Background: an optimization exercise with open tools, aiming at small area. Do not read the settings as production practice.
Only simulation tests tie the RTL to the original design; equivalence was not proved.
Power is estimated from default activity; no workload was simulated.

`design/flow/flow/run.sh`:
```
#!/bin/bash
# The standard layout (the standard.sh, standard synthesis) with two changes:
#  - port buffers use the smallest buffer cell, sky130_fd_sc_hd__buf_1;
#  - the clock tree is built from clkbuf_4 cells in small clusters, without dummy loads.
# standard.sh's full output goes to standard.log; ORFS's own logs stay under orfs/logs.
set -euo pipefail
bash standard.sh \
    "BUFFER_PORTS_ARGS=-buffer_cell sky130_fd_sc_hd__buf_1" \
    "CTS_ARGS=-sink_clustering_enable -repair_clock_nets -buf_list sky130_fd_sc_hd__clkbuf_4 -sink_clustering_size 8 -sink_clustering_max_diameter 80 -dont_use_dummy_load" \
    finish > standard.log 2>&1
```
`design/flow/standard.sh`:
```
#!/bin/bash
# synth_recipe.tcl (not shown) runs the flow's synth.tcl, then flattens the netlist and writes it again
# the make line also repeats each setting of config.mk as NAME=value (left out here)
make -C /OpenROAD-flow-scripts/flow DESIGN_CONFIG=/design/flow/config.mk WORK_HOME=/design/flow/orfs CLKGATE_MAP_FILE= SYNTH_SCRIPT=/design/flow/synth_recipe.tcl "${@:-finish}"
```
`design/flow/config.mk`:
```
export PLATFORM = sky130hd
export DESIGN_NAME = cgra_pe_out_stream
export DESIGN_NICKNAME = cgra_pe_out_stream
export VERILOG_FILES = /design/flow/design.v
export SDC_FILE = /design/flow/constraint.sdc
export NUM_CORES = 4
export LEC_CHECK = 0
export CAP_MARGIN = 5
export CORE_MARGIN = 2
export CORE_UTILIZATION = 65
export SLEW_MARGIN = 5
```
`design/flow/constraint.sdc`:
```
create_clock -name core_clock -period 6.0 [get_ports {i_clk}]
set_input_delay 1.2000 -clock core_clock [delete_from_list [all_inputs] [get_ports {i_clk}]]
set_output_delay 1.2000 -clock core_clock [all_outputs]
set_load 0.01 [all_outputs]
```
`design/flow/design.v`:
```
module cgra_pe_out_stream #(
    parameter int DATA_WIDTH   = 16,
    parameter int NUM_THREADS  = 8,
    parameter int THREAD_W     = 3,
    parameter int IGN_WIDTH    = 16,
    parameter int QTD_WIDTH    = 64,
    parameter int FIFO_AW      = 4,
    parameter int STALL_MARGIN = 4
) (
    input  logic                   i_clk,
    input  logic                   i_rst,
    input  logic                   i_en,
    input  logic                   i_in_valid,
    input  logic [THREAD_W-1:0]    i_in_thread,
    input  logic [DATA_WIDTH-1:0]  i_in_data,
    input  logic                   i_cfg_we,
    input  logic                   i_cfg_sel,
    input  logic [THREAD_W-1:0]    i_cfg_thread,
    input  logic [QTD_WIDTH-1:0]   i_cfg_data,
    output logic                   o_out_valid,
    input  logic                   i_out_ready,
    output logic [DATA_WIDTH-1:0]  o_out_data,
    output logic [THREAD_W-1:0]    o_out_thread,
    output logic                   o_out_last,
    output logic                   o_stall,
    output logic [NUM_THREADS-1:0] o_done,
    output logic                   o_all_done,
    output logic                   o_overflow
);
    localparam int DEPTH = 1 << FIFO_AW;
    localparam int EW    = THREAD_W + DATA_WIDTH + 1;
    logic [IGN_WIDTH-1:0]   r_ign_lim [NUM_THREADS];
    logic [IGN_WIDTH-1:0]   r_ign_rem [NUM_THREADS];
    logic [QTD_WIDTH-1:0]   r_qtd_rem [NUM_THREADS];
    logic [NUM_THREADS-1:0] r_armed;
    logic [NUM_THREADS-1:0] r_done;
    logic [NUM_THREADS-1:0] r_fresh;
    logic [EW-1:0]          r_mem [DEPTH];
    logic [FIFO_AW-1:0]     r_wr_ptr;
    logic [FIFO_AW-1:0]     r_rd_ptr;
    logic [FIFO_AW:0]       r_count;
    logic                   r_overflow;
    logic [NUM_THREADS-1:0] w_cfg_hit;
    logic [NUM_THREADS-1:0] w_in_hit;
    logic [IGN_WIDTH-1:0]   w_ign_sel;
    logic [QTD_WIDTH-1:0]   w_qtd_sel;
    logic                   w_cons;
    logic                   w_skip;
    logic                   w_acc;
    logic                   w_last;
    logic                   w_cfg_zero;
    logic                   w_full;
    logic                   w_pop;
    logic                   w_push;
    logic [EW-1:0]          w_head;
    always_comb begin
        for (int t = 0; t < NUM_THREADS; t++) begin
            w_cfg_hit[t] = i_cfg_we && (i_cfg_thread == THREAD_W'(t));
            w_in_hit[t]  = i_in_thread == THREAD_W'(t);
        end
    end
    always_comb begin
        w_ign_sel = '0;
        w_qtd_sel = '0;
        for (int t = 0; t < NUM_THREADS; t++) begin
            w_ign_sel = w_ign_sel | ({IGN_WIDTH{w_in_hit[t]}}
                                     & (r_fresh[t] ? r_ign_lim[t] : r_ign_rem[t]));
            w_qtd_sel = w_qtd_sel | ({QTD_WIDTH{w_in_hit[t]}} & r_qtd_rem[t]);
        end
    end
    assign w_cons     = i_en && i_in_valid && r_armed[i_in_thread] && !r_done[i_in_thread]
                        && !(i_cfg_we && (i_cfg_thread == i_in_thread));
    assign w_skip     = w_cons && (w_ign_sel != '0);
    assign w_acc      = w_cons && (w_ign_sel == '0);
    assign w_last     = w_qtd_sel == QTD_WIDTH'(1);
    assign w_cfg_zero = i_cfg_data == '0;
    assign w_full = r_count == (FIFO_AW+1)'(DEPTH);
    assign w_pop  = o_out_valid && i_out_ready;
    assign w_push = w_acc && (!w_full || w_pop);
    always_ff @(posedge i_clk) begin
        if (i_rst) begin
            r_armed <= '0;
            r_done  <= '0;
        end else begin
            for (int t = 0; t < NUM_THREADS; t++) begin
                if (w_cfg_hit[t]) begin
                    if (i_cfg_sel) begin
                        r_armed[t] <= 1'b1;
                        r_done[t]  <= w_cfg_zero;
                    end
                end else if (w_acc && w_in_hit[t]) begin
                    r_done[t] <= w_last;
                end
            end
        end
    end
    logic [QTD_WIDTH-1:0] w_qtd_dec;
    logic [NUM_THREADS-1:0] w_qld, w_qdc, w_qhd;
    assign w_qtd_dec = w_qtd_sel - QTD_WIDTH'(1);
    always_comb begin
        for (int t = 0; t < NUM_THREADS; t++) begin
            w_qld[t] = w_cfg_hit[t] && i_cfg_sel;
            w_qdc[t] = !w_cfg_hit[t] && w_acc && w_in_hit[t];
            w_qhd[t] = !w_qld[t] && !w_qdc[t];
        end
    end
    always_ff @(posedge i_clk) begin
        for (int t = 0; t < NUM_THREADS; t++) begin
            r_qtd_rem[t] <= ({QTD_WIDTH{w_qld[t]}} & i_cfg_data)
                          | ({QTD_WIDTH{w_qdc[t]}} & w_qtd_dec)
                          | ({QTD_WIDTH{w_qhd[t]}} & r_qtd_rem[t]);
            if (w_cfg_hit[t]) begin
                r_fresh[t] <= 1'b1;
            end else if (w_skip && w_in_hit[t]) begin
                r_fresh[t]   <= 1'b0;
                r_ign_rem[t] <= w_ign_sel - IGN_WIDTH'(1);
            end
        end
    end
    logic [IGN_WIDTH-1:0] w_lim_d;
    assign w_lim_d = i_rst ? '0 : i_cfg_data[IGN_WIDTH-1:0];
    always_ff @(posedge i_clk) begin
        for (int t = 0; t < NUM_THREADS; t++)
            if (i_rst || (w_cfg_hit[t] && !i_cfg_sel)) r_ign_lim[t] <= w_lim_d;
    end
    always_ff @(posedge i_clk) begin
        if (i_rst) begin
            r_wr_ptr   <= '0;
            r_rd_ptr   <= '0;
            r_count    <= '0;
            r_overflow <= 1'b0;
        end else begin
            if (w_push) r_wr_ptr <= r_wr_ptr + FIFO_AW'(1);
            if (w_pop)  r_rd_ptr <= r_rd_ptr + FIFO_AW'(1);
            case ({w_push, w_pop})
                2'b10:   r_count <= r_count + (FIFO_AW+1)'(1);
                2'b01:   r_count <= r_count - (FIFO_AW+1)'(1);
                default: r_count <= r_count;
            endcase
            if (w_acc && w_full && !w_pop) r_overflow <= 1'b1;
        end
    end
    always_ff @(posedge i_clk) begin
        if (w_push) r_mem[r_wr_ptr] <= {w_last, i_in_thread, i_in_data};
    end
    assign o_out_valid  = r_count != '0;
    always_comb begin
        w_head = '0;
        for (int k = 0; k < DEPTH; k++)
            w_head = w_head | ({EW{r_rd_ptr == FIFO_AW'(k)}} & r_mem[k]);
    end
    assign {o_out_last, o_out_thread, o_out_data} = w_head;
    assign o_stall      = r_count >= (FIFO_AW+1)'(DEPTH - STALL_MARGIN);
    assign o_done       = r_done;
    assign o_all_done   = (|r_armed) && !(|(r_armed & ~r_done)) && (r_count == '0);
    assign o_overflow   = r_overflow;
endmodule
```
==> results of run 1 <==
[path summary, 6_finish.rpt]
| path | endpoint | slack, ns | startpoint | cells after the start |
|---|---|---|---|---|
| max | r_qtd_rem[6][53]$_DFF_P_ | 0.91 | r_fresh[4]$_SDFFE_PP1P_ | 13 |
| min | r_qtd_rem[5][20]$_DFF_P_ | 0.44 | r_qtd_rem[5][20]$_DFF_P_ | 2 |
| max reg2reg | r_qtd_rem[6][53]$_DFF_P_ | 0.91 | r_fresh[4]$_SDFFE_PP1P_ | 13 |
| min reg2reg | r_qtd_rem[5][20]$_DFF_P_ | 0.44 | r_qtd_rem[5][20]$_DFF_P_ | 2 |
[power breakdown]
part	switching, mW	total [mW]	internal, mW
Combinational	1.45	2.48	1.02
Clock	2.42	3.62	1.21
Sequential	0.466	9.43	8.96
[through the flow]
step                 util  setup WS, ns
floorplan               -         0.255
global placement    0.682         0.212
detailed placement  0.682         0.171
CTS                 0.699          1.04
global route        0.699         0.696
finish              0.699         0.913
[worst register-to-register path: cells and delay by family, from the launching register on]
kind	cells	cell delay, ns
multiplexers	1	0.27
AND/OR/NAND/NOR	4	1.41
AO/OA/AOI/OAI	4	0.84
buffers and inverters	3	1.17
adder cells (fa/ha/maj)	1	0.30
flip-flops	1	0.94
[routing by layer]
layer,up-vias,wire [um]
li1,15300,-
met1,18000,55800
met2,2866,70600
met3,629,18700
met4,6,7650
met5,-,43
[registers in the layout (all words and copies together), names as in the netlist]
name        count
r_armed         8
r_count         5
r_done          8
r_fresh         8
r_ign_lim     128
r_ign_rem     128
r_mem         320
r_overflow      1
r_qtd_rem     512
r_rd_ptr        4
r_wr_ptr        4
[kinds of logic (layout without fill, tap and decap cells)]
family / count (synthesis) / after routing / synth area share
buffers and inverters: 392 / 461 / 0.0359
AOI/OAI and AO/OA: 1247 / 1247 / 0.181
DFF: 1126 / 1126 / 0.598
muxes: 293 / 293 / 0.0850
and+or+nand+nor: 782 / 782 / 0.0785
adders and majority gates: 17 / 17 / 0.00465
xor gates and xnor gates: 88 / 88 / 0.0163
other: 0 / 8 / 0
[synthesized netlist by cell type, types with 4 or more instances]
cell type and count:
sky130_fd_sc_hd__nand4_1 44, sky130_fd_sc_hd__nor3_2 8, sky130_fd_sc_hd__buf_2 41, sky130_fd_sc_hd__and2_1 30, sky130_fd_sc_hd__mux2i_1 197, sky130_fd_sc_hd__and3_1 22
sky130_fd_sc_hd__o21a_1 4, sky130_fd_sc_hd__buf_4 4, sky130_fd_sc_hd__nor2_1 96, sky130_fd_sc_hd__xnor2_1 50, sky130_fd_sc_hd__dfxtp_1 550, sky130_fd_sc_hd__a22o_1 86
sky130_fd_sc_hd__buf_6 21, sky130_fd_sc_hd__ha_1 16, sky130_fd_sc_hd__a31oi_1 9, sky130_fd_sc_hd__inv_1 29, sky130_fd_sc_hd__a21oi_1 29, sky130_fd_sc_hd__buf_1 60
sky130_fd_sc_hd__nand2_1 398, sky130_fd_sc_hd__nand2b_1 10, sky130_fd_sc_hd__nor4_1 31, sky130_fd_sc_hd__clkbuf_1 235, sky130_fd_sc_hd__nor3b_1 6, sky130_fd_sc_hd__or2_2 4
sky130_fd_sc_hd__mux4_2 86, sky130_fd_sc_hd__edfxtp_1 576, sky130_fd_sc_hd__o21ai_0 377, sky130_fd_sc_hd__a221o_1 10, sky130_fd_sc_hd__a221oi_1 93, sky130_fd_sc_hd__nand3_1 37
sky130_fd_sc_hd__and4_1 5, sky130_fd_sc_hd__nand3b_1 5, sky130_fd_sc_hd__a221oi_2 6, sky130_fd_sc_hd__a22oi_1 508, sky130_fd_sc_hd__a211oi_1 6, sky130_fd_sc_hd__o22ai_1 68
sky130_fd_sc_hd__xor2_1 38, sky130_fd_sc_hd__mux2_2 10, sky130_fd_sc_hd__o211ai_1 18, sky130_fd_sc_hd__o21bai_1 8, sky130_fd_sc_hd__o22a_1 6, sky130_fd_sc_hd__nor2b_1 30
sky130_fd_sc_hd__nor3_1 30
[placed cells by master, fill, tap and decap left out, types with 93 or more instances in the layout]
| cell | n |
|---|---|
| sky130_fd_sc_hd__edfxtp_1 | 576 |
| sky130_fd_sc_hd__dfxtp_1 | 550 |
| sky130_fd_sc_hd__a22oi_1 | 508 |
| sky130_fd_sc_hd__nand2_1 | 397 |
| sky130_fd_sc_hd__o21ai_0 | 377 |
| sky130_fd_sc_hd__mux2i_1 | 197 |
| sky130_fd_sc_hd__clkbuf_4 | 161 |
| sky130_fd_sc_hd__buf_4 | 137 |
| sky130_fd_sc_hd__buf_1 | 120 |
| sky130_fd_sc_hd__a221oi_1 | 93 |
[final cells by class]
type | instances | area, sq um | share of cell area
flip-flops and latches | 1126 | 28300 | 0.564
multi-input cells | 2427 | 17600 | 0.351
repair buffers | 272 | 1730 | 0.0344
well taps | 950 | 1190 | 0.0237
clock buffers | 158 | 1190 | 0.0237
inverters | 31 | 119 | 0.00237
diodes | 8 | 20.0 | 0.000399
==> metrics.log, run 1 <==
[metrics] result of the run: finished clean
[metrics] Synth area leaders: sky130_fd_sc_hd__edfxtp_1 (37%), sky130_fd_sc_hd__dfxtp_1 (23%), sky130_fd_sc_hd__a22oi_1 (8.1%)
[metrics] Initial Util: 0.660
[metrics] Max Transition Viols Final: 0
[metrics] die outline area: 75000 sq um
[metrics] area leader, netlist: sky130_fd_sc_hd__edfxtp_1
[metrics] total CTS buffers: 158
[metrics] unrepaired setup endpoints after global routing: no
[metrics] DRC viols: 0
[metrics] yosys warns: 4
[metrics] Peak Freq: 197 MHz
[metrics] clock tree from TritonCTS: done
[metrics] source-to-sink clock delay at the later pin of the worst-skew pair: 1.05 ns
[metrics] proportion of synthesized chip area in sequential cells: 0.598
[metrics] post-CTS repair timing setup buffer count: 0
[metrics] Synth Flop Type: sky130_fd_sc_hd__edfxtp_1
[metrics] Net Count, Synth: 4055
[metrics] max-slew headroom at the worst pin: 0.139
[metrics] 1st-pass router iterations: 7
[metrics] floorplan row count: 98
[metrics] net count reported at finish: 4126
[metrics] number of storage elements in the synthesis netlist: 1126
[metrics] share of layout cells above drive strength 1: 0.121
[metrics] final worst-path cycle share: 0.848
[metrics] Routed Antenna Nets: 0
[metrics] starting DRC count in detailed routing: 5139
[metrics] master of the slowest instance on the critical path: sky130_fd_sc_hd__dfxtp_1
[metrics] M1 GR Usage: 0.525
[metrics] hold buffer count at cts: 0
[metrics] WP data required: 6.81 ns
[metrics] crit-path cells: buf_4 > mux2i_1 > o22ai_1 > nor4_1 > ha_1 > nand4_1 > nor4_1 > and4_1 > buf_4 > a31oi_4 > buf_4 > a22oi_1 > o21ai_0
[metrics] Mapped Area: 47300 sq um
[metrics] min-delay worst type: reg -> reg
[metrics] vertical die dimension: 274 um
[metrics] pin count of the biggest net entering global routing: 107
[metrics] smallest hold slack: 0.445 ns
[metrics] Crit Path Class: reg -> reg
[metrics] synthesis-to-layout area growth: 6.00%
[metrics] Die Span X: 274 um
[metrics] routing layer with the top usage in global route: met2
[metrics] global-route met2 utilization: 0.634
[metrics] worst-case clock skew: 0.0874 ns
[metrics] routed length per instance: 30.7 um
[metrics] kind of cell with the highest combined delay on the critical path: simple AND/OR/NAND/NOR gates
[metrics] GR Util met3: 0.101
[metrics] Root Driver: sky130_fd_sc_hd__clkbuf_4
[metrics] data arrival time of the worst path: 5.90 ns
[metrics] Synth Area per Inst: 12.0 sq um
[metrics] final weighted congestion in routability-driven placement: 0.948
[metrics] count of buffers inserted at the top-level ports: 124
[metrics] final critical path time including I/O delays and setup: 5.09 ns
[metrics] endpoint type of the worst setup path: register
[metrics] Final Setup Violations: 0
[metrics] leakage dissipation: 18.5 nW
[metrics] GRT Residual Overflow: 0
[metrics] share of the synthesized area in the top cell type: 0.366
[metrics] power per cell area: 310 nW/um^2
[metrics] number of distinct standard cells referenced by the synthesized netlist: 72
[metrics] Buf/Inv on CP: 3
[metrics] detailed-placement wirelength estimate: 87100 um
[metrics] proportion of synthesized flip-flops having asynchronous set or reset: 0
[metrics] EDFF count, synth: 576
[metrics] PnR Total Power: 15.5 mW
[metrics] Slew @ Worst Pin: 1.29 ns
[metrics] hold violation count in the final report: 0
[metrics] highest cell delay on the worst timing path: 0.94 ns
[metrics] clock transition at the register clock pins on the worst setup and hold paths after CTS: 0.09 ns
[metrics] CTS max path bufs: 3
[metrics] Vias per Instance: 7.39
[metrics] All-Layer GR Usage: 0.404
[metrics] dominant cell type by count on the critical path: sky130_fd_sc_hd__buf_4
[metrics] clock sink count: 1126
[metrics] CTS HTree Levels: 4
[metrics] Non-Filler Cell Area, Final: 50100 sq um
[metrics] antenna violations before repair: 12
[metrics] Filler Cells Inserted: 5160
[metrics] Finished Layout Cells: 4972
[metrics] global-route wire length before repair: 225000 um
[metrics] Placed Area: 48900 sq um
[metrics] via count: 36700
[metrics] top fanout value on the critical path: 66
[metrics] count of cells resized by post-cts repair: 0
[metrics] total instance count after detailed placement: 4806
[metrics] via count of the first global-routing pass: 36600
[metrics] synthesized instance count: 3945
[metrics] Max-cap violations: 0
[metrics] startpoint type of the worst setup path: register
[metrics] IR Drop Worst-Case VDD: 214 uV
[metrics] IO Count: 125
[metrics] sum of negative setup slack: 0 ns
[metrics] Post-Route WL: 153000 um
[metrics] CORE AREA: 71700 sq um
==> run 2: changes to the inputs <==
--- a/design/flow/flow/run.sh
+++ b/design/flow/flow/run.sh
@@ -8,3 +8,3 @@
     "BUFFER_PORTS_ARGS=-buffer_cell sky130_fd_sc_hd__buf_1" \
-    "CTS_ARGS=-sink_clustering_enable -repair_clock_nets -buf_list sky130_fd_sc_hd__clkbuf_4 -sink_clustering_size 8 -sink_clustering_max_diameter 80 -dont_use_dummy_load" \
+    "CTS_ARGS=-sink_clustering_enable -repair_clock_nets -buf_list sky130_fd_sc_hd__clkbuf_4 -sink_clustering_size 12 -sink_clustering_max_diameter 40 -dont_use_dummy_load" \
     finish > standard.log 2>&1
==> run 2 against run 1 <==
Global-route usage decreased by 0.054 points. Sequential cell count unchanged. Worst hold slack lost 0.0017 ns. Clock skew increased by 0.022 ns. Sequential share of layout area up 0.10 points. Combinational power about the same. Critical path depth stayed put. Clock power down 4%. Fmax is essentially flat. Synthesized cell count stayed put.
==> metrics.log, run 2 <==
[metrics] area leader, netlist: sky130_fd_sc_hd__edfxtp_1 (unchanged)
[metrics] count of cells resized by post-cts repair: 0 (unchanged)
[metrics] Max-cap violations: 0 (unchanged)
[metrics] pin count of the biggest net entering global routing: 107 (unchanged)
[metrics] multi-input combinational cell area: 17600 sq um (unchanged)
[metrics] Peak Freq: 196 MHz (was 197 MHz)
[metrics] Vias per Instance: 7.39 (about the same)
[metrics] Mapped Area: 47300 sq um (unchanged)
[metrics] Routed Antenna Nets: 0 (unchanged)
[metrics] area fraction in compound gates after synthesis: 0.181 (unchanged)
[metrics] crit-path cells: buf_4 > mux2i_1 > o22ai_1 > nor4_1 > ha_1 > nand4_1 > nor4_1 > and4_1 > buf_4 > a31oi_4 > buf_4 > a22oi_1 > o21ai_0 (unchanged)
[metrics] endpoint type of the worst setup path: register (unchanged)
[metrics] CTS max path bufs: 3 (unchanged)
[metrics] Synth Area per Inst: 12.0 sq um (unchanged)
[metrics] post-CTS repair timing setup buffer count: 0 (unchanged)
[metrics] WP data required: 6.87 ns (was 6.81 ns)
[metrics] antenna violations before repair: 13 (was 12)
[metrics] first element of the critical path: r_fresh[4]$_SDFFE_PP1P_ (unchanged)
[metrics] yosys warns: 4 (unchanged)
[metrics] Root Driver: sky130_fd_sc_hd__clkbuf_4 (unchanged)
[metrics] kind of cell with the highest combined delay on the critical path: simple AND/OR/NAND/NOR gates (unchanged)
[metrics] EDFF count, synth: 576 (unchanged)
[metrics] hold path startpoint: r_qtd_rem[3][10]$_DFF_P_ (was r_qtd_rem[5][20]$_DFF_P_)
[metrics] via count of the first global-routing pass: 36400 (was 36600)
[metrics] Final Setup Violations: 0 (unchanged)
[metrics] GRT Residual Overflow: 0 (unchanged)
[metrics] Synth Flop Type: sky130_fd_sc_hd__edfxtp_1 (unchanged)
[metrics] Die Span X: 274 um (unchanged)
[metrics] Post-Route WL: 153000 um (about the same)
[metrics] top fanout value on the critical path: 66 (unchanged)
[metrics] data arrival time of the worst path: 5.96 ns (was 5.90 ns)
[metrics] CTS HTree Levels: 4 (unchanged)
[metrics] result of the run: finished clean (unchanged)
[metrics] DRC viols: 0 (unchanged)
[metrics] basic-gate share of the synthesized area counting and, or, nand and nor cells: 0.0785 (unchanged)
[metrics] Net Count, Synth: 4055 (unchanged)
[metrics] hold buffer count at cts: 0 (unchanged)
[metrics] synth cell count leaders: sky130_fd_sc_hd__edfxtp_1 (576), sky130_fd_sc_hd__dfxtp_1 (550), sky130_fd_sc_hd__a22oi_1 (508), sky130_fd_sc_hd__nand2_1 (398), sky130_fd_sc_hd__o21ai_0 (377) (unchanged)
[metrics] commonest cells after routing, fill and taps aside: sky130_fd_sc_hd__edfxtp_1 (576), sky130_fd_sc_hd__dfxtp_1 (550), sky130_fd_sc_hd__a22oi_1 (508), sky130_fd_sc_hd__nand2_1 (397), sky130_fd_sc_hd__o21ai_0 (377) (unchanged)
[metrics] floorplan row count: 98 (unchanged)
[metrics] number of distinct standard cells referenced by the synthesized netlist: 72 (unchanged)
[metrics] main combinational cell family by area after synthesis: compound AO/OA/AOI/OAI gates (unchanged)
[metrics] Buf/Inv on CP: 3 (unchanged)
[metrics] starting DRC count in detailed routing: 5268 (was 5139)
[metrics] startpoint type of the worst setup path: register (unchanged)
[metrics] CORE AREA: 71700 sq um (unchanged)
[metrics] All-Layer GR Usage: 0.404 (about the same)
[metrics] most common cell after layout, fill and taps aside: sky130_fd_sc_hd__edfxtp_1 (unchanged)
[metrics] dominant cell by count in the synthesized netlist: sky130_fd_sc_hd__edfxtp_1 (unchanged)
[metrics] largest registers in the final layout: r_qtd_rem: 512 flops, r_mem: 320 flops (unchanged)
[metrics] detailed-placement wirelength estimate: 87100 um (unchanged)
[metrics] share of the synthesized area in the top cell type: 0.366 (unchanged)
[metrics] most flop-heavy register: r_qtd_rem (unchanged)
[metrics] synthesized instance count: 3945 (unchanged)
[metrics] number of storage elements in the synthesis netlist: 1126 (unchanged)
[metrics] highest cell delay on the worst timing path: 0.90 ns (was 0.94 ns)
[metrics] hold violation count in the final report: 0 (unchanged)
[metrics] fraction of synthesized cell area in xor and xnor cells: 0.0163 (unchanged)
[metrics] min-delay worst type: reg -> reg (unchanged)
[metrics] mux cell area share after synthesis: 0.0850 (unchanged)
[metrics] total CTS buffers: 145 (was 158)
[metrics] Initial Util: 0.660 (unchanged)
[metrics] final weighted congestion in routability-driven placement: 0.948 (unchanged)
[metrics] clock transition at the register clock pins on the worst setup and hold paths after CTS: 0.08 ns (was 0.09 ns)
[metrics] net count reported at finish: 4113 (was 4126)
[metrics] leakage dissipation: 18.4 nW (was 18.5 nW)
[metrics] global-route wire length before repair: 225000 um (about the same)
[metrics] IR Drop Worst-Case VDD: 262 uV (was 214 uV)
[metrics] sum of negative setup slack: 0 ns (unchanged)
[metrics] worst-case clock skew: 0.110 ns (was 0.0874 ns)
[metrics] vertical die dimension: 274 um (unchanged)
[metrics] origin of the critical flop-to-flop path: r_fresh[4]$_SDFFE_PP1P_ (unchanged)
[metrics] final critical path time including I/O delays and setup: 5.09 ns (about the same)
[metrics] clock tree from TritonCTS: done (unchanged)
[metrics] flip-flop count of the largest register after layout: 512 (unchanged)
[metrics] unrepaired setup endpoints after global routing: no (unchanged)
[metrics] power per cell area: 308 nW/um^2 (was 310 nW/um^2)
[metrics] Crit Path Class: reg -> reg (unchanged)
[metrics] source-to-sink clock delay at the later pin of the worst-skew pair: 1.06 ns (was 1.05 ns)
[metrics] master of the slowest instance on the critical path: sky130_fd_sc_hd__dfxtp_1 (unchanged)
[metrics] count of buffers inserted at the top-level ports: 124 (unchanged)
[metrics] die outline area: 75000 sq um (unchanged)
[metrics] Filler Cells Inserted: 5179 (was 5160)
[metrics] dominant cell type by count on the critical path: sky130_fd_sc_hd__buf_4 (unchanged)
[metrics] max-slew headroom at the worst pin: 0.138 (was 0.139)
[metrics] proportion of synthesized chip area in sequential cells: 0.598 (unchanged)
[metrics] synthesis-to-layout area growth: 5.80% (was 6.00%)
[metrics] Max Transition Viols Final: 0 (unchanged)
[metrics] via count: 36600 (was 36700)
[metrics] smallest hold slack: 0.443 ns (was 0.445 ns)
[metrics] post-synthesis adder-cell area fraction: 0.00465 (unchanged)
[metrics] proportion of synthesized flip-flops having asynchronous set or reset: 0 (unchanged)
[metrics] Slew @ Worst Pin: 1.29 ns (about the same)
[metrics] Synth area leaders: sky130_fd_sc_hd__edfxtp_1 (37%), sky130_fd_sc_hd__dfxtp_1 (23%), sky130_fd_sc_hd__a22oi_1 (8.1%) (unchanged)
[metrics] total area of sequential cells: 28300 sq um (unchanged)
[metrics] routed length per instance: 30.9 um (was 30.7 um)
[metrics] share of layout cells above drive strength 1: 0.118 (was 0.121)
[metrics] clock sink count: 1126 (unchanged)
[metrics] IO Count: 125 (unchanged)
[metrics] 1st-pass router iterations: 7 (unchanged)
[metrics] final worst-path cycle share: 0.848 (about the same)
==> run 2: worst register-to-register path, cell delays in order, from the launching register on <==
cell	delay (ns)
sky130_fd_sc_hd__dfxtp_1	0.90
sky130_fd_sc_hd__buf_4	0.35
sky130_fd_sc_hd__mux2i_1	0.27
sky130_fd_sc_hd__o22ai_1	0.12
sky130_fd_sc_hd__nor4_1	0.53
sky130_fd_sc_hd__ha_1	0.30
sky130_fd_sc_hd__nand4_1	0.09
sky130_fd_sc_hd__nor4_1	0.47
sky130_fd_sc_hd__and4_1	0.35
sky130_fd_sc_hd__buf_4	0.34
sky130_fd_sc_hd__a31oi_4	0.12
sky130_fd_sc_hd__buf_4	0.45
sky130_fd_sc_hd__a22oi_1	0.55
sky130_fd_sc_hd__o21ai_0	0.13
==> run 2: path summary, 6_finish.rpt <==
path | endpoint | slack (ns) | depth (start not counted)
max | r_qtd_rem[6][59]$_DFF_P_ | 0.91 | 13
min | r_qtd_rem[3][10]$_DFF_P_ | 0.44 | 2
min reg2reg | r_qtd_rem[3][10]$_DFF_P_ | 0.44 | 2
max reg2reg | r_qtd_rem[6][59]$_DFF_P_ | 0.91 | 13
==> run 2: where the power goes <==
group	total, mW	switching (mW)	leakage (nW)	internal [mW]
registers	9.43	0.468	9.83	8.96
clock network	3.49	2.38	0.667	1.11
logic	2.48	1.45	7.94	1.02
total	15.4	4.30	18.4	11.1
==> run 2: final cells by class <==
class	instances	area share
clock buffer	145	0.0217
timing repair buffer	272	0.0345
antenna	10	0.000500
multi-input combinational	2427	0.352
sequential	1126	0.566
inverter	31	0.00237
tap	950	0.0237
==> run 2: cells by family after synthesis <==
| group | count (synthesis) |
|---|---|
| compound gates | 1247 |
| flops | 1126 |
| simple gates | 782 |
| buf+inv | 392 |
| mux | 293 |
| xor+xnor | 88 |
| fa+ha+maj | 17 |
==> run 2: per-layer routing <==
metal  wire (um)  global-route usage  vias to the layer above  part of all wire
met3       19100               0.104                      623              0.12
met2       69900               0.632                     2857              0.46
met4        8010               0.200                        6             0.052
li1            -                   -                    15300                 -
met1       56100               0.526                    17900              0.37
met5          37                   0                        -           0.00024
==> run 2: metrics by stage <==
| step | setup WS, ns | util | std cells | area (sq um) | power, mW |
|---|---|---|---|---|---|
| global placement | 0.212 | 0.682 | 4806 | 48900 | 11.8 |
| CTS | 1.04 | 0.697 | 4951 | 50000 | 15.3 |
| global route | 0.682 | 0.698 | 4956 | 50000 | 16.0 |
| floorplan | 0.255 | - | 3945 | 47300 | 11.2 |
| finish | 0.910 | 0.698 | 4961 | 50100 | 15.4 |
| detailed placement | 0.171 | 0.682 | 4806 | 48900 | 12.0 |
==> run 3: changes to the inputs <==
--- a/design/flow/flow/run.sh
+++ b/design/flow/flow/run.sh
@@ -8,3 +8,3 @@
     "BUFFER_PORTS_ARGS=-buffer_cell sky130_fd_sc_hd__buf_1" \
-    "CTS_ARGS=-sink_clustering_enable -repair_clock_nets -buf_list sky130_fd_sc_hd__clkbuf_4 -sink_clustering_size 12 -sink_clustering_max_diameter 40 -dont_use_dummy_load" \
+    "CTS_ARGS=-sink_clustering_enable -repair_clock_nets -buf_list sky130_fd_sc_hd__clkbuf_4 -sink_clustering_size 10 -sink_clustering_max_diameter 50 -dont_use_dummy_load" \
     finish > standard.log 2>&1
--- a/design/flow/config.mk
+++ b/design/flow/config.mk
@@ -10,2 +10,3 @@
 export CORE_UTILIZATION = 65
+export PLACE_DENSITY = 0.75
 export SLEW_MARGIN = 5
==> run 3 against run 2 <==
Clock power shrank 3%. Worst hold slack is essentially flat. Die area is the same. Largest cell class unchanged. Routed wire length grew 0.29%. Critical endpoint is now r_qtd_rem[6][52]$_DFF_P_. Clock skew shrank 0.0097 ns. Synthesized cell count is the same.
==> metrics.log, run 3 <==
[metrics] result of the run: finished clean (unchanged)
[metrics] source-to-sink clock delay at the later pin of the worst-skew pair: 1.07 ns (was 1.06 ns)
[metrics] CTS HTree Levels: 4 (unchanged)
[metrics] 1st-pass router iterations: 7 (unchanged)
[metrics] WP data required: 6.88 ns (was 6.87 ns)
[metrics] hold buffer count at cts: 0 (unchanged)
[metrics] final design utilization: 0.699 (was 0.698)
[metrics] setup slack of the most critical reg-to-reg path: 1.24 ns (was 0.91 ns)
[metrics] highest cell delay on the worst timing path: 0.62 ns (was 0.90 ns)
[metrics] Die Span X: 274 um (unchanged)
[metrics] Crit. path cell count: 14 (was 13)
[metrics] Synth Flop Type: sky130_fd_sc_hd__edfxtp_1 (unchanged)
[metrics] share of layout cells above drive strength 1: 0.121 (was 0.118)
[metrics] unrepaired setup endpoints after global routing: no (unchanged)
[metrics] Max-cap violations: 0 (unchanged)
[metrics] CTS max path bufs: 3 (unchanged)
[metrics] largest registers in the final layout: r_qtd_rem: 512 flops, r_mem: 320 flops (unchanged)
[metrics] most flop-heavy register: r_qtd_rem (unchanged)
[metrics] starting DRC count in detailed routing: 6341 (was 5268)
[metrics] Crit Path Class: in -> reg (was reg -> reg)
[metrics] max-slew headroom at the worst pin: 0.0663 (was 0.138)
[metrics] final worst-path cycle share: 0.828 (was 0.848)
[metrics] Filler Cells Inserted: 5077 (was 5179)
[metrics] most common cell after layout, fill and taps aside: sky130_fd_sc_hd__edfxtp_1 (unchanged)
[metrics] power per cell area: 306 nW/um^2 (was 308 nW/um^2)
[metrics] synthesized instance count: 3945 (unchanged)
[metrics] proportion of synthesized chip area in sequential cells: 0.598 (unchanged)
[metrics] Initial Util: 0.660 (unchanged)
[metrics] DRC viols: 0 (unchanged)
[metrics] internal power contribution: 11.0 mW (was 11.1 mW)
[metrics] Slew @ Worst Pin: 1.40 ns (was 1.29 ns)
[metrics] kind of cell with the highest combined delay on the critical path: simple AND/OR/NAND/NOR gates (unchanged)
[metrics] clock sink count: 1126 (unchanged)
[metrics] via count: 37200 (was 36600)
[metrics] Net Count, Synth: 4055 (unchanged)
[metrics] master of the slowest instance on the critical path: sky130_fd_sc_hd__a222oi_1 (was sky130_fd_sc_hd__dfxtp_1)
[metrics] All-Layer GR Usage: 0.405 (was 0.404)
[metrics] basic-gate share of the synthesized area counting and, or, nand and nor cells: 0.0785 (unchanged)
[metrics] main combinational cell family by area after synthesis: compound AO/OA/AOI/OAI gates (unchanged)
[metrics] routed length per instance: 30.9 um (about the same)
[metrics] antenna violations before repair: 18 (was 13)
[metrics] commonest cells after routing, fill and taps aside: sky130_fd_sc_hd__edfxtp_1 (576), sky130_fd_sc_hd__dfxtp_1 (550), sky130_fd_sc_hd__a22oi_1 (508), sky130_fd_sc_hd__nand2_1 (397), sky130_fd_sc_hd__o21ai_0 (377) (unchanged)
[metrics] Peak Freq: 201 MHz (was 196 MHz)
[metrics] depth of the worst register-to-register path: 18 (was 13)
[metrics] dominant cell by count in the synthesized netlist: sky130_fd_sc_hd__edfxtp_1 (unchanged)
[metrics] first element of the critical path: i_in_thread[1] (was r_fresh[4]$_SDFFE_PP1P_)
[metrics] clock tree from TritonCTS: done (unchanged)
[metrics] top fanout value on the critical path: 40 (was 66)
[metrics] EDFF count, synth: 576 (unchanged)
[metrics] area leader, netlist: sky130_fd_sc_hd__edfxtp_1 (unchanged)
[metrics] post-synthesis adder-cell area fraction: 0.00465 (unchanged)
[metrics] Post-Route WL: 154000 um (was 153000 um)
[metrics] CORE AREA: 71700 sq um (unchanged)
[metrics] flip-flop count of the largest register after layout: 512 (unchanged)
[metrics] Root Driver: sky130_fd_sc_hd__clkbuf_4 (unchanged)
[metrics] vertical die dimension: 274 um (unchanged)
[metrics] Psw: 4.31 mW (was 4.30 mW)
[metrics] die outline area: 75000 sq um (unchanged)
[metrics] net count reported at finish: 4127 (was 4113)
[metrics] crit-path cells: clkbuf_4 > buf_12 > nor2b_1 > buf_4 > a221o_1 > a222oi_1 > ha_1 > o21ai_0 > nor2_1 > and4_1 > nand2b_1 > nor3_1 > xor2_1 > o21ai_0 (was buf_4 > mux2i_1 > o22ai_1 > nor4_1 > ha_1 > nand4_1 > nor4_1 > and4_1 > buf_4 > a31oi_4 > buf_4 > a22oi_1 > o21ai_0)
[metrics] number of storage elements in the synthesis netlist: 1126 (unchanged)
[metrics] startpoint type of the worst setup path: primary input (was register)
[metrics] final critical path time including I/O delays and setup: 4.97 ns (was 5.09 ns)
[metrics] Synth Area per Inst: 12.0 sq um (unchanged)
[metrics] Net Sw Frac: 0.281 (was 0.279)
[metrics] Buf/Inv on CP: 3 (unchanged)
[metrics] count of buffers inserted at the top-level ports: 124 (unchanged)
[metrics] fraction of power consumed by combinational cells: 0.164 (was 0.161)
[metrics] Synth area leaders: sky130_fd_sc_hd__edfxtp_1 (37%), sky130_fd_sc_hd__dfxtp_1 (23%), sky130_fd_sc_hd__a22oi_1 (8.1%) (unchanged)
[metrics] number of distinct standard cells referenced by the synthesized netlist: 72 (unchanged)
[metrics] fraction of synthesized cell area in xor and xnor cells: 0.0163 (unchanged)
[metrics] worst-case clock skew: 0.100 ns (was 0.110 ns)
[metrics] total instance count after detailed placement: 4830 (was 4806)
[metrics] sum of negative setup slack: 0 ns (unchanged)
[metrics] origin of the critical flop-to-flop path: r_fresh[7]$_SDFFE_PP1P_ (was r_fresh[4]$_SDFFE_PP1P_)
[metrics] hold violation count in the final report: 0 (unchanged)
[metrics] Final Setup Violations: 0 (unchanged)
[metrics] dominant cell type by count on the critical path: sky130_fd_sc_hd__o21ai_0 (was sky130_fd_sc_hd__buf_4)
[metrics] endpoint of the worst setup timing path: r_qtd_rem[6][52]$_DFF_P_ (was r_qtd_rem[6][59]$_DFF_P_)
[metrics] clock transition at the register clock pins on the worst setup and hold paths after CTS: 0.10 ns (was 0.08 ns)
[metrics] endpoint type of the worst setup path: register (unchanged)
[metrics] yosys warns: 4 (unchanged)
[metrics] Vias per Instance: 7.46 (was 7.39)
[metrics] global-route wire length before repair: 226000 um (was 225000 um)
[metrics] share of the synthesized area in the top cell type: 0.366 (unchanged)
[metrics] GRT Residual Overflow: 0 (unchanged)
[metrics] IO Count: 125 (unchanged)
[metrics] min-delay worst type: reg -> reg (unchanged)
[metrics] leakage dissipation: 18.5 nW (was 18.4 nW)
[metrics] count of cells resized by post-cts repair: 0 (unchanged)
[metrics] floorplan row count: 98 (unchanged)
[metrics] detailed-placement wirelength estimate: 87800 um (was 87100 um)
[metrics] total CTS buffers: 135 (was 145)
[metrics] via count of the first global-routing pass: 36700 (was 36400)
[metrics] Finished Layout Cells: 4977 (was 4961)
[metrics] data arrival time of the worst path: 5.85 ns (was 5.96 ns)
[metrics] proportion of synthesized flip-flops having asynchronous set or reset: 0 (unchanged)
[metrics] Max Transition Viols Final: 0 (unchanged)
[metrics] synthesis-to-layout area growth: 6.04% (was 5.80%)
[metrics] Clock power frac: 0.221 (was 0.227)
[metrics] area fraction in compound gates after synthesis: 0.181 (unchanged)
[metrics] critical register-to-register path endpoint: r_count[4]$_SDFFE_PP0P_ (was r_qtd_rem[6][59]$_DFF_P_)
[metrics] synth cell count leaders: sky130_fd_sc_hd__edfxtp_1 (576), sky130_fd_sc_hd__dfxtp_1 (550), sky130_fd_sc_hd__a22oi_1 (508), sky130_fd_sc_hd__nand2_1 (398), sky130_fd_sc_hd__o21ai_0 (377) (unchanged)
[metrics] IR Drop Worst-Case VDD: 214 uV (was 262 uV)
[metrics] post-CTS repair timing setup buffer count: 0 (unchanged)
[metrics] final weighted congestion in routability-driven placement: 0.938 (was 0.948)
[metrics] register share of total power: 0.614 (was 0.612)
[metrics] pin count of the biggest net entering global routing: 67 (was 107)
[metrics] Mapped Area: 47300 sq um (unchanged)
[metrics] Routed Antenna Nets: 0 (unchanged)
[metrics] mux cell area share after synthesis: 0.0850 (unchanged)
==> run 3: cell counts after synthesis <==
No cell type changed its count.
==> run 3: worst min-delay path by stage <==
stage                     slack (ns)                      from                       end  cells past startpoint
after CTS                       0.44   r_qtd_rem[7][8]$_DFF_P_   r_qtd_rem[7][8]$_DFF_P_                      2
after global routing            0.47  r_qtd_rem[2][15]$_DFF_P_  r_qtd_rem[2][15]$_DFF_P_                      2
after global placement          0.42  r_qtd_rem[3][10]$_DFF_P_  r_qtd_rem[3][10]$_DFF_P_                      2
final                           0.44   r_qtd_rem[7][8]$_DFF_P_   r_qtd_rem[7][8]$_DFF_P_                      2
after detailed placement        0.43   r_qtd_rem[7][8]$_DFF_P_   r_qtd_rem[7][8]$_DFF_P_                      2
after floorplan                 0.41  r_qtd_rem[7][16]$_DFF_P_  r_qtd_rem[7][16]$_DFF_P_                      2
==> run 3: power groups by stage <==
stage               Sequential, mW  Clock (mW)  Combinational [mW]
finish                        9.43        3.40                2.53
global route                  9.48        3.69                2.74
CTS                           9.39        3.40                2.47
detailed placement            9.56           0                2.46
global placement              9.50           0                2.33
floorplan                     9.40           0                1.80
==> run 3: cells by family (layout without fill, tap and decap cells) <==
family          Yosys count  count (layout)
compound gates         1247            1247
flops                  1126            1126
simple gates            782             782
buf+inv                 392             462
mux                     293             293
xor+xnor                 88              88
fa+ha+maj                17              17
other cells               0              12
==> run 3: area by class of cell <==
class	instances	area, sq um	share of cell area
multi-input cells	2427	17600	0.351
repair buffers	296	1920	0.0383
inverters	31	119	0.00237
flip-flops and latches	1126	28300	0.564
well taps	950	1190	0.0237
diodes	12	30.0	0.000599
clock buffers	135	1010	0.0202
==> run 3: per-stage QoR <==
stage	setup slack (ns)	total power [mW]	cell area [sq um]	hold WS, ns
after global routing	0.908	15.9	50200	0.466
final	1.03	15.4	50200	0.443
after CTS	1.23	15.3	50100	0.445
after detailed placement	0.222	12.0	49100	0.430
after global placement	0.352	11.8	49100	0.421
after floorplan	0.255	11.2	47300	0.410
==> run 3: routing by layer <==
metal  share of wire  vias to the layer above  track usage
li1                -                    15300            -
met1            0.35                    17900        0.521
met2            0.46                     3203        0.635
met3            0.14                      725        0.101
met4           0.053                       20        0.222
met5         0.00076                        -            0
==> run 3: worst min-delay path, cell delays in order, from the launching register on <==
cell and delay (ns):
sky130_fd_sc_hd__dfxtp_1 0.32, sky130_fd_sc_hd__nand2_1 0.05, sky130_fd_sc_hd__nand2_1 0.04
==> run 4: changes to the inputs <==
--- a/design/flow/config.mk
+++ b/design/flow/config.mk
@@ -10,3 +10,2 @@
 export CORE_UTILIZATION = 65
-export PLACE_DENSITY = 0.75
 export SLEW_MARGIN = 5
==> run 4 against run 3 <==
Still clean. Die area unchanged. Via count shrank 1.7%. Total power down 0.30%. Sequential share of layout area grew 0.22 points. Non-clock buffer count fell by 24. Clock skew increased by 0.019 ns. Synthesized cell count did not move. Clock power is essentially flat. Register-to-register slack worse by 0.36 ns. Critical path type is now reg -> reg. Largest power group unchanged.
==> metrics.log, run 4 <==
[metrics] Root Driver: sky130_fd_sc_hd__clkbuf_4 (unchanged)
[metrics] Max Transition Viols Final: 0 (unchanged)
[metrics] die outline area: 75000 sq um (unchanged)
[metrics] Crit Path Class: reg -> reg (was in -> reg)
[metrics] Max-cap violations: 0 (unchanged)
[metrics] smallest hold slack: 0.445 ns (was 0.443 ns)
[metrics] leakage dissipation: 18.4 nW (was 18.5 nW)
[metrics] via count: 36500 (was 37200)
[metrics] synthesized instance count: 3945 (unchanged)
[metrics] commonest cells after routing, fill and taps aside: sky130_fd_sc_hd__edfxtp_1 (576), sky130_fd_sc_hd__dfxtp_1 (550), sky130_fd_sc_hd__a22oi_1 (508), sky130_fd_sc_hd__nand2_1 (397), sky130_fd_sc_hd__o21ai_0 (377) (unchanged)
[metrics] DRC viols: 0 (unchanged)
[metrics] clock transition at the register clock pins on the worst setup and hold paths after CTS: 0.11 ns (was 0.10 ns)
[metrics] CTS HTree Levels: 4 (unchanged)
[metrics] total CTS buffers: 135 (unchanged)
[metrics] clock sink count: 1126 (unchanged)
[metrics] IO Count: 125 (unchanged)
[metrics] final critical path time including I/O delays and setup: 5.12 ns (was 4.97 ns)
[metrics] Mapped Area: 47300 sq um (unchanged)
[metrics] main combinational cell family by area after synthesis: compound AO/OA/AOI/OAI gates (unchanged)
[metrics] most flop-heavy register: r_qtd_rem (unchanged)
[metrics] share of layout cells above drive strength 1: 0.116 (was 0.121)
[metrics] proportion of synthesized flip-flops having asynchronous set or reset: 0 (unchanged)
[metrics] Post-Route WL: 153000 um (was 154000 um)
[metrics] unrepaired setup endpoints after global routing: no (unchanged)
[metrics] Synth Area per Inst: 12.0 sq um (unchanged)
[metrics] pin count of the biggest net entering global routing: 107 (was 67)
[metrics] area leader, netlist: sky130_fd_sc_hd__edfxtp_1 (unchanged)
[metrics] EDFF count, synth: 576 (unchanged)
[metrics] floorplan row count: 98 (unchanged)
[metrics] result of the run: finished clean (unchanged)
[metrics] flip-flop count of the largest register after layout: 512 (unchanged)
[metrics] CORE AREA: 71700 sq um (unchanged)
[metrics] Vias per Instance: 7.37 (was 7.46)
[metrics] source-to-sink clock delay at the later pin of the worst-skew pair: 1.08 ns (was 1.07 ns)
[metrics] area fraction in compound gates after synthesis: 0.181 (unchanged)
[metrics] top fanout value on the critical path: 66 (was 40)
[metrics] net count reported at finish: 4103 (was 4127)
[metrics] Initial Util: 0.660 (unchanged)
[metrics] basic-gate share of the synthesized area counting and, or, nand and nor cells: 0.0785 (unchanged)
[metrics] Die Span X: 274 um (unchanged)
[metrics] post-synthesis adder-cell area fraction: 0.00465 (unchanged)
[metrics] synthesis-to-layout area growth: 5.64% (was 6.04%)
[metrics] post-CTS repair timing setup buffer count: 0 (unchanged)
[metrics] Final Setup Violations: 0 (unchanged)
[metrics] antenna violations before repair: 13 (was 18)
[metrics] detailed-placement wirelength estimate: 87100 um (was 87800 um)
[metrics] max-slew headroom at the worst pin: 0.136 (was 0.0663)
[metrics] IR Drop Worst-Case VDD: 229 uV (was 214 uV)
[metrics] global-route wire length before repair: 225000 um (was 226000 um)
[metrics] final weighted congestion in routability-driven placement: 0.948 (was 0.938)
[metrics] starting DRC count in detailed routing: 5419 (was 6341)
[metrics] power per cell area: 306 nW/um^2 (about the same)
[metrics] mux cell area share after synthesis: 0.0850 (unchanged)
[metrics] worst-case clock skew: 0.119 ns (was 0.100 ns)
[metrics] via count of the first global-routing pass: 36400 (was 36700)
[metrics] Filler Cells Inserted: 5197 (was 5077)
[metrics] startpoint type of the worst setup path: register (was primary input)
[metrics] GRT Residual Overflow: 0 (unchanged)
[metrics] WP data required: 6.83 ns (was 6.88 ns)
[metrics] clock tree from TritonCTS: done (unchanged)
[metrics] Peak Freq: 195 MHz (was 201 MHz)
[metrics] proportion of synthesized chip area in sequential cells: 0.598 (unchanged)
[metrics] most common cell after layout, fill and taps aside: sky130_fd_sc_hd__edfxtp_1 (unchanged)
[metrics] Synth Flop Type: sky130_fd_sc_hd__edfxtp_1 (unchanged)
[metrics] largest registers in the final layout: r_qtd_rem: 512 flops, r_mem: 320 flops (unchanged)
[metrics] fraction of synthesized cell area in xor and xnor cells: 0.0163 (unchanged)
[metrics] CTS max path bufs: 3 (unchanged)
[metrics] All-Layer GR Usage: 0.404 (was 0.405)
[metrics] yosys warns: 4 (unchanged)
[metrics] min-delay worst type: reg -> reg (unchanged)
[metrics] data arrival time of the worst path: 5.95 ns (was 5.85 ns)
[metrics] count of buffers inserted at the top-level ports: 124 (unchanged)
[metrics] hold violation count in the final report: 0 (unchanged)
[metrics] Slew @ Worst Pin: 1.30 ns (was 1.40 ns)
[metrics] Net Count, Synth: 4055 (unchanged)
[metrics] 1st-pass router iterations: 6 (was 7)
[metrics] hold buffer count at cts: 0 (unchanged)
[metrics] synth cell count leaders: sky130_fd_sc_hd__edfxtp_1 (576), sky130_fd_sc_hd__dfxtp_1 (550), sky130_fd_sc_hd__a22oi_1 (508), sky130_fd_sc_hd__nand2_1 (398), sky130_fd_sc_hd__o21ai_0 (377) (unchanged)
[metrics] number of storage elements in the synthesis netlist: 1126 (unchanged)
[metrics] Synth area leaders: sky130_fd_sc_hd__edfxtp_1 (37%), sky130_fd_sc_hd__dfxtp_1 (23%), sky130_fd_sc_hd__a22oi_1 (8.1%) (unchanged)
[metrics] Routed Antenna Nets: 0 (unchanged)
[metrics] dominant cell by count in the synthesized netlist: sky130_fd_sc_hd__edfxtp_1 (unchanged)
[metrics] routed length per instance: 30.9 um (about the same)
[metrics] endpoint type of the worst setup path: register (unchanged)
[metrics] vertical die dimension: 274 um (unchanged)
[metrics] number of distinct standard cells referenced by the synthesized netlist: 72 (unchanged)
[metrics] final worst-path cycle share: 0.853 (was 0.828)
[metrics] sum of negative setup slack: 0 ns (unchanged)
[metrics] share of the synthesized area in the top cell type: 0.366 (unchanged)
[metrics] count of cells resized by post-cts repair: 0 (unchanged)
[run 4: worst max-delay path: stages (launching register included)]
cell                      delay [ns]
sky130_fd_sc_hd__dfxtp_1        0.92
sky130_fd_sc_hd__buf_4          0.35
sky130_fd_sc_hd__mux2i_1        0.27
sky130_fd_sc_hd__o22ai_1        0.12
sky130_fd_sc_hd__nor4_1         0.55
sky130_fd_sc_hd__ha_1           0.30
sky130_fd_sc_hd__nand4_1        0.09
sky130_fd_sc_hd__nor4_1         0.43
sky130_fd_sc_hd__and4_1         0.34
sky130_fd_sc_hd__buf_4          0.34
sky130_fd_sc_hd__a31oi_4        0.12
sky130_fd_sc_hd__buf_4          0.44
sky130_fd_sc_hd__a22oi_1        0.36
sky130_fd_sc_hd__o21ai_0        0.13
[run 4: final timing paths]
| kind | startpoint | end | slack (ns) | depth (start not counted) |
|---|---|---|---|---|
| hold / removal | r_qtd_rem[0][10]$_DFF_P_ | r_qtd_rem[0][10]$_DFF_P_ | 0.45 | 2 |
| hold reg to reg | r_qtd_rem[0][10]$_DFF_P_ | r_qtd_rem[0][10]$_DFF_P_ | 0.45 | 2 |
| setup / recovery | r_fresh[4]$_SDFFE_PP1P_ | r_qtd_rem[6][59]$_DFF_P_ | 0.88 | 13 |
| setup reg to reg | r_fresh[4]$_SDFFE_PP1P_ | r_qtd_rem[6][59]$_DFF_P_ | 0.88 | 13 |
[run 4: cell type report]
type                    count  area [sq um]  share of cell area
diodes                      9          22.5            0.000451
clock buffers             135          1010              0.0203
inverters                  31           119             0.00238
multi-input cells        2427         17600               0.352
flip-flops and latches   1126         28300               0.566
well taps                 950          1190              0.0238
repair buffers            272          1730              0.0346
[run 4: cell families (layout without fill, tap and decap cells)]
| kind of cell | Yosys count | in the layout |
|---|---|---|
| AO/OA/AOI/OAI | 1247 | 1247 |
| flip-flops | 1126 | 1126 |
| AND/OR/NAND/NOR | 782 | 782 |
| buffers and inverters | 392 | 438 |
| multiplexers | 293 | 293 |
| XOR/XNOR | 88 | 88 |
| adder cells (fa/ha/maj) | 17 | 17 |
| other | 0 | 9 |
[run 4: layer usage]
metal  GRT usage  share of wire  routed length (um)  vias up
li1            -              -                   -    15200
met1       0.525           0.37               55800    17900
met2       0.633           0.46               70400     2762
met3       0.104           0.13               19100      587
met4       0.201          0.049                7480        6
met5           0        0.00027                  41        -
[run 4: where the power goes]
part	switching, mW	leakage (nW)	internal [mW]
logic	1.45	7.94	1.02
registers	0.465	9.83	8.96
clock network	2.37	0.621	1.04
[run 4: per-stage QoR]
| stage | instances | instance area, sq um | total power, mW | setup WS [ns] | util |
|---|---|---|---|---|---|
| after floorplan | 3945 | 47300 | 11.2 | 0.255 | - |
| after global placement | 4806 | 48900 | 11.8 | 0.212 | 0.682 |
| after detailed placement | 4806 | 48900 | 12.0 | 0.171 | 0.682 |
| after CTS | 4941 | 50000 | 15.2 | 1.04 | 0.696 |
| after global routing | 4945 | 50000 | 15.9 | 0.711 | 0.697 |
| final | 4950 | 50000 | 15.3 | 0.879 | 0.697 |
==> run 5: changes to the inputs <==
--- a/design/flow/config.mk
+++ b/design/flow/config.mk
@@ -7,5 +7,5 @@
 export LEC_CHECK = 0
-export CAP_MARGIN = 5
+export CAP_MARGIN = 20
 export CORE_MARGIN = 2
 export CORE_UTILIZATION = 65
-export SLEW_MARGIN = 5
+export SLEW_MARGIN = 20
==> run 5 against run 4 <==
Fmax up 0.98%. Sequential power about the same. First-iteration DRC count up 4.9%. Synthesized cell count unchanged. Routed wire length down 0.20%. Critical path depth down 1. Worst hold slack worse by 0.0022 ns.
==> metrics.log, run 5 <==
[metrics] result of the run: finished clean (unchanged)
[metrics] hold buffer count at cts: 0 (unchanged)
[metrics] final design utilization: 0.697 (about the same)
[metrics] IO Count: 125 (unchanged)
[metrics] antenna violations before repair: 11 (was 13)
[metrics] smallest hold slack: 0.443 ns (was 0.445 ns)
[metrics] CTS max path bufs: 3 (unchanged)
[metrics] final worst-path cycle share: 0.845 (was 0.853)
[metrics] dominant cell by count in the synthesized netlist: sky130_fd_sc_hd__edfxtp_1 (unchanged)
[metrics] total CTS buffers: 137 (was 135)
[metrics] smallest setup slack after layout: 0.929 ns (was 0.879 ns)
[metrics] synth cell count leaders: sky130_fd_sc_hd__edfxtp_1 (576), sky130_fd_sc_hd__dfxtp_1 (550), sky130_fd_sc_hd__a22oi_1 (508), sky130_fd_sc_hd__nand2_1 (398), sky130_fd_sc_hd__o21ai_0 (377) (unchanged)
[metrics] Net Count, Synth: 4055 (unchanged)
[metrics] proportion of synthesized chip area in sequential cells: 0.598 (unchanged)
[metrics] vertical die dimension: 274 um (unchanged)
[metrics] worst-case clock skew: 0.123 ns (was 0.119 ns)
[metrics] Max-cap violations: 0 (unchanged)
[metrics] 1st-pass router iterations: 8 (was 6)
[metrics] endpoint type of the worst setup path: register (unchanged)
[metrics] post-CTS repair timing setup buffer count: 0 (unchanged)
[metrics] leakage dissipation: 18.4 nW (about the same)
[metrics] Post-Route WL: 153000 um (about the same)
[metrics] sum of negative setup slack: 0 ns (unchanged)
[metrics] number of storage elements in the synthesis netlist: 1126 (unchanged)
[metrics] Mapped Area: 47300 sq um (unchanged)
[metrics] min-delay worst type: reg -> reg (unchanged)
[metrics] Crit Path Class: reg -> reg (unchanged)
[metrics] synthesis-to-layout area growth: 5.76% (was 5.64%)
[metrics] EDFF count, synth: 576 (unchanged)
[metrics] clock tree from TritonCTS: done (unchanged)
[metrics] Synth Area per Inst: 12.0 sq um (unchanged)
[metrics] routed length per instance: 30.8 um (was 30.9 um)
[metrics] Final Setup Violations: 0 (unchanged)
[metrics] largest registers in the final layout: r_qtd_rem: 512 flops, r_mem: 320 flops (unchanged)
[metrics] max-slew headroom at the worst pin: 0.162 (was 0.136)
[metrics] hold violation count in the final report: 0 (unchanged)
[metrics] All-Layer GR Usage: 0.403 (was 0.404)
[metrics] data arrival time of the worst path: 5.99 ns (was 5.95 ns)
[metrics] WP data required: 6.92 ns (was 6.83 ns)
[metrics] crit-path cells: buf_4 > mux2i_1 > o22ai_1 > nor4_1 > ha_1 > nand4_1 > nor4_1 > and4_1 > buf_4 > nand3_2 > buf_12 > o21ai_0 (was buf_4 > mux2i_1 > o22ai_1 > nor4_1 > ha_1 > nand4_1 > nor4_1 > and4_1 > buf_4 > a31oi_4 > buf_4 > a22oi_1 > o21ai_0)
[metrics] Max Transition Viols Final: 0 (unchanged)
[metrics] GRT Residual Overflow: 0 (unchanged)
[metrics] net count reported at finish: 4106 (was 4103)
[metrics] Peak Freq: 197 MHz (was 195 MHz)
[metrics] number of distinct standard cells referenced by the synthesized netlist: 72 (unchanged)
[metrics] Routed Antenna Nets: 0 (unchanged)
[metrics] CTS HTree Levels: 4 (unchanged)
[metrics] IR Drop Worst-Case VDD: 228 uV (was 229 uV)
[metrics] share of the synthesized area in the top cell type: 0.366 (unchanged)
[metrics] global-route wire length before repair: 224000 um (was 225000 um)
[metrics] proportion of synthesized flip-flops having asynchronous set or reset: 0 (unchanged)
[metrics] via count: 36500 (about the same)
[metrics] highest cell delay on the worst timing path: 0.93 ns (was 0.92 ns)
[metrics] power per cell area: 306 nW/um^2 (about the same)
[metrics] Synth area leaders: sky130_fd_sc_hd__edfxtp_1 (37%), sky130_fd_sc_hd__dfxtp_1 (23%), sky130_fd_sc_hd__a22oi_1 (8.1%) (unchanged)
[metrics] final weighted congestion in routability-driven placement: 0.948 (unchanged)
[metrics] share of layout cells above drive strength 1: 0.118 (was 0.116)
[metrics] count of buffers inserted at the top-level ports: 124 (unchanged)
[metrics] Synth Flop Type: sky130_fd_sc_hd__edfxtp_1 (unchanged)
[metrics] via count of the first global-routing pass: 36200 (was 36400)
[metrics] die outline area: 75000 sq um (unchanged)
[metrics] synthesized instance count: 3945 (unchanged)
[metrics] top fanout value on the critical path: 21 (was 66)
[metrics] DRC viols: 0 (unchanged)
[metrics] yosys warns: 4 (unchanged)
[metrics] commonest cells after routing, fill and taps aside: sky130_fd_sc_hd__edfxtp_1 (576), sky130_fd_sc_hd__dfxtp_1 (550), sky130_fd_sc_hd__a22oi_1 (508), sky130_fd_sc_hd__nand2_1 (397), sky130_fd_sc_hd__o21ai_0 (377) (unchanged)
[metrics] CORE AREA: 71700 sq um (unchanged)
[metrics] count of cells resized by post-cts repair: 0 (unchanged)
[metrics] Die Span X: 274 um (unchanged)
[metrics] detailed-placement wirelength estimate: 87200 um (was 87100 um)
[metrics] master of the slowest instance on the critical path: sky130_fd_sc_hd__dfxtp_1 (unchanged)
[metrics] starting DRC count in detailed routing: 5684 (was 5419)
[metrics] clock transition at the register clock pins on the worst setup and hold paths after CTS: 0.11 ns (about the same)
[metrics] Initial Util: 0.660 (unchanged)
[metrics] floorplan row count: 98 (unchanged)
[metrics] Vias per Instance: 7.38 (was 7.37)
[metrics] pin count of the biggest net entering global routing: 107 (unchanged)
[metrics] flip-flop count of the largest register after layout: 512 (unchanged)
[metrics] post-placement worst setup slack: 0.142 ns (was 0.171 ns)
[metrics] Slew @ Worst Pin: 1.26 ns (was 1.30 ns)
[metrics] most common cell after layout, fill and taps aside: sky130_fd_sc_hd__edfxtp_1 (unchanged)
[metrics] startpoint type of the worst setup path: register (unchanged)
[metrics] clock sink count: 1126 (unchanged)
[metrics] source-to-sink clock delay at the later pin of the worst-skew pair: 1.07 ns (was 1.08 ns)
[metrics] Filler Cells Inserted: 5176 (was 5197)
[metrics] final critical path time including I/O delays and setup: 5.07 ns (was 5.12 ns)
[metrics] Root Driver: sky130_fd_sc_hd__clkbuf_4 (unchanged)
[metrics] unrepaired setup endpoints after global routing: no (unchanged)
[metrics] area leader, netlist: sky130_fd_sc_hd__edfxtp_1 (unchanged)
[metrics] most flop-heavy register: r_qtd_rem (unchanged)
run 5: cell count changes in the layout (fill, tap and decap cells not counted), sizes merged:
cell / before / now
clkbuf: 139 / 142
diode: 9 / 6
run 5: cells by family after synthesis:
group / synth area share
compound gates: 0.181
xor+xnor: 0.0163
fa+ha+maj: 0.00465
buf+inv: 0.0359
flops: 0.598
mux: 0.0850
simple gates: 0.0785
run 5: path summary, 6_finish.rpt:
path | from | end | slack, ns | depth (start not counted)
max | r_fresh[6]$_SDFFE_PP1P_ | r_qtd_rem[0][52]$_DFF_P_ | 0.93 | 12
max reg2reg | r_fresh[6]$_SDFFE_PP1P_ | r_qtd_rem[0][52]$_DFF_P_ | 0.93 | 12
min | r_qtd_rem[0][10]$_DFF_P_ | r_qtd_rem[0][10]$_DFF_P_ | 0.44 | 2
min reg2reg | r_qtd_rem[0][10]$_DFF_P_ | r_qtd_rem[0][10]$_DFF_P_ | 0.44 | 2
run 5: worst max-delay path, delay by kind of cell, from the launching register on:
kind / cells / cell delay [ns]
AOI/OAI and AO/OA: 2 / 0.29
buffers and inverters: 3 / 1.08
DFF: 1 / 0.93
and+or+nand+nor: 5 / 2.11
adders and majority gates: 1 / 0.31
muxes: 1 / 0.21
run 5: power breakdown:
| part | internal, mW | total, mW | switching [mW] | leakage [nW] |
|---|---|---|---|---|
| Clock | 1.05 | 3.42 | 2.37 | 0.630 |
| Combinational | 1.03 | 2.48 | 1.45 | 7.96 |
| Sequential | 8.96 | 9.43 | 0.470 | 9.83 |
| Total | 11.0 | 15.3 | 4.29 | 18.4 |
run 5: area by class of cell:
type	count	area, sq um	share of cell area
sequential	1126	28300	0.566
multi-input combinational	2427	17600	0.352
timing repair buffer	273	1750	0.0349
tap	950	1190	0.0238
clock buffer	137	1030	0.0206
inverter	31	119	0.00238
antenna	6	15.0	0.000300
run 5: per-layer routing:
layer,share of wire,global-route usage,wire length [um],vias to the layer above
met5,0.00047,0,72,-
met2,0.46,0.632,70700,2770
li1,-,-,-,15200
met4,0.047,0.202,7120,10
met3,0.12,0.100,18800,554
met1,0.37,0.524,55800,18000
run 5: metrics by stage:
step | instances | area, sq um | power [mW]
floorplan | 3945 | 47300 | 11.2
global placement | 4806 | 48900 | 11.8
detailed placement | 4806 | 49000 | 12.0
CTS | 4943 | 50000 | 15.3
global route | 4946 | 50000 | 15.9
finish | 4950 | 50000 | 15.3

==> static timing again, ports no longer ideal <==
No port has a modelled driver above. Below, the same layouts with a new extraction and two added sets of constraints.
Step 1 assumes that a clkbuf_16 drives the clock port and a buf_2 every other input.
Step 2, shift: input delay + t, output delay - t, t = (earliest + latest rising clock arrival at the registers) / 2. This alone moves slack from input paths to output paths.
Slacks: ideal / step 1 / step 2; pairs: ideal / step 1.
| run | t, ns | slack for setup (ns) | hold WS [ns] | worst setup path after step 2 | cell pins on the clock port's net |
|---|---|---|---|---|---|
| run 1 | 1.076 | 0.913 / 0.913 / -0.059 | 0.445 / 0.445 / 0.445 | input to register | 1 |
| run 2 | 1.079 | 0.910 / 0.910 / 0.098 | 0.443 / 0.443 / 0.443 | input to register | 1 |
| run 3 | 1.090 | 1.030 / 0.992 / -0.098 | 0.443 / 0.443 / 0.443 | input to register | 1 |
| run 4 | 1.089 | 0.879 / 0.879 / 0.050 | 0.445 / 0.445 / 0.445 | input to register | 1 |
| run 5 | 1.074 | 0.929 / 0.929 / -0.017 | 0.443 / 0.443 / 0.443 | input to register | 1 |
Met with ideal ports but missed after step 2: setup timing in run 1, run 3 and run 5. The setup slack of run 3, which loses most, moves by -0.038 ns with the drivers and by -1.128 ns with both steps.
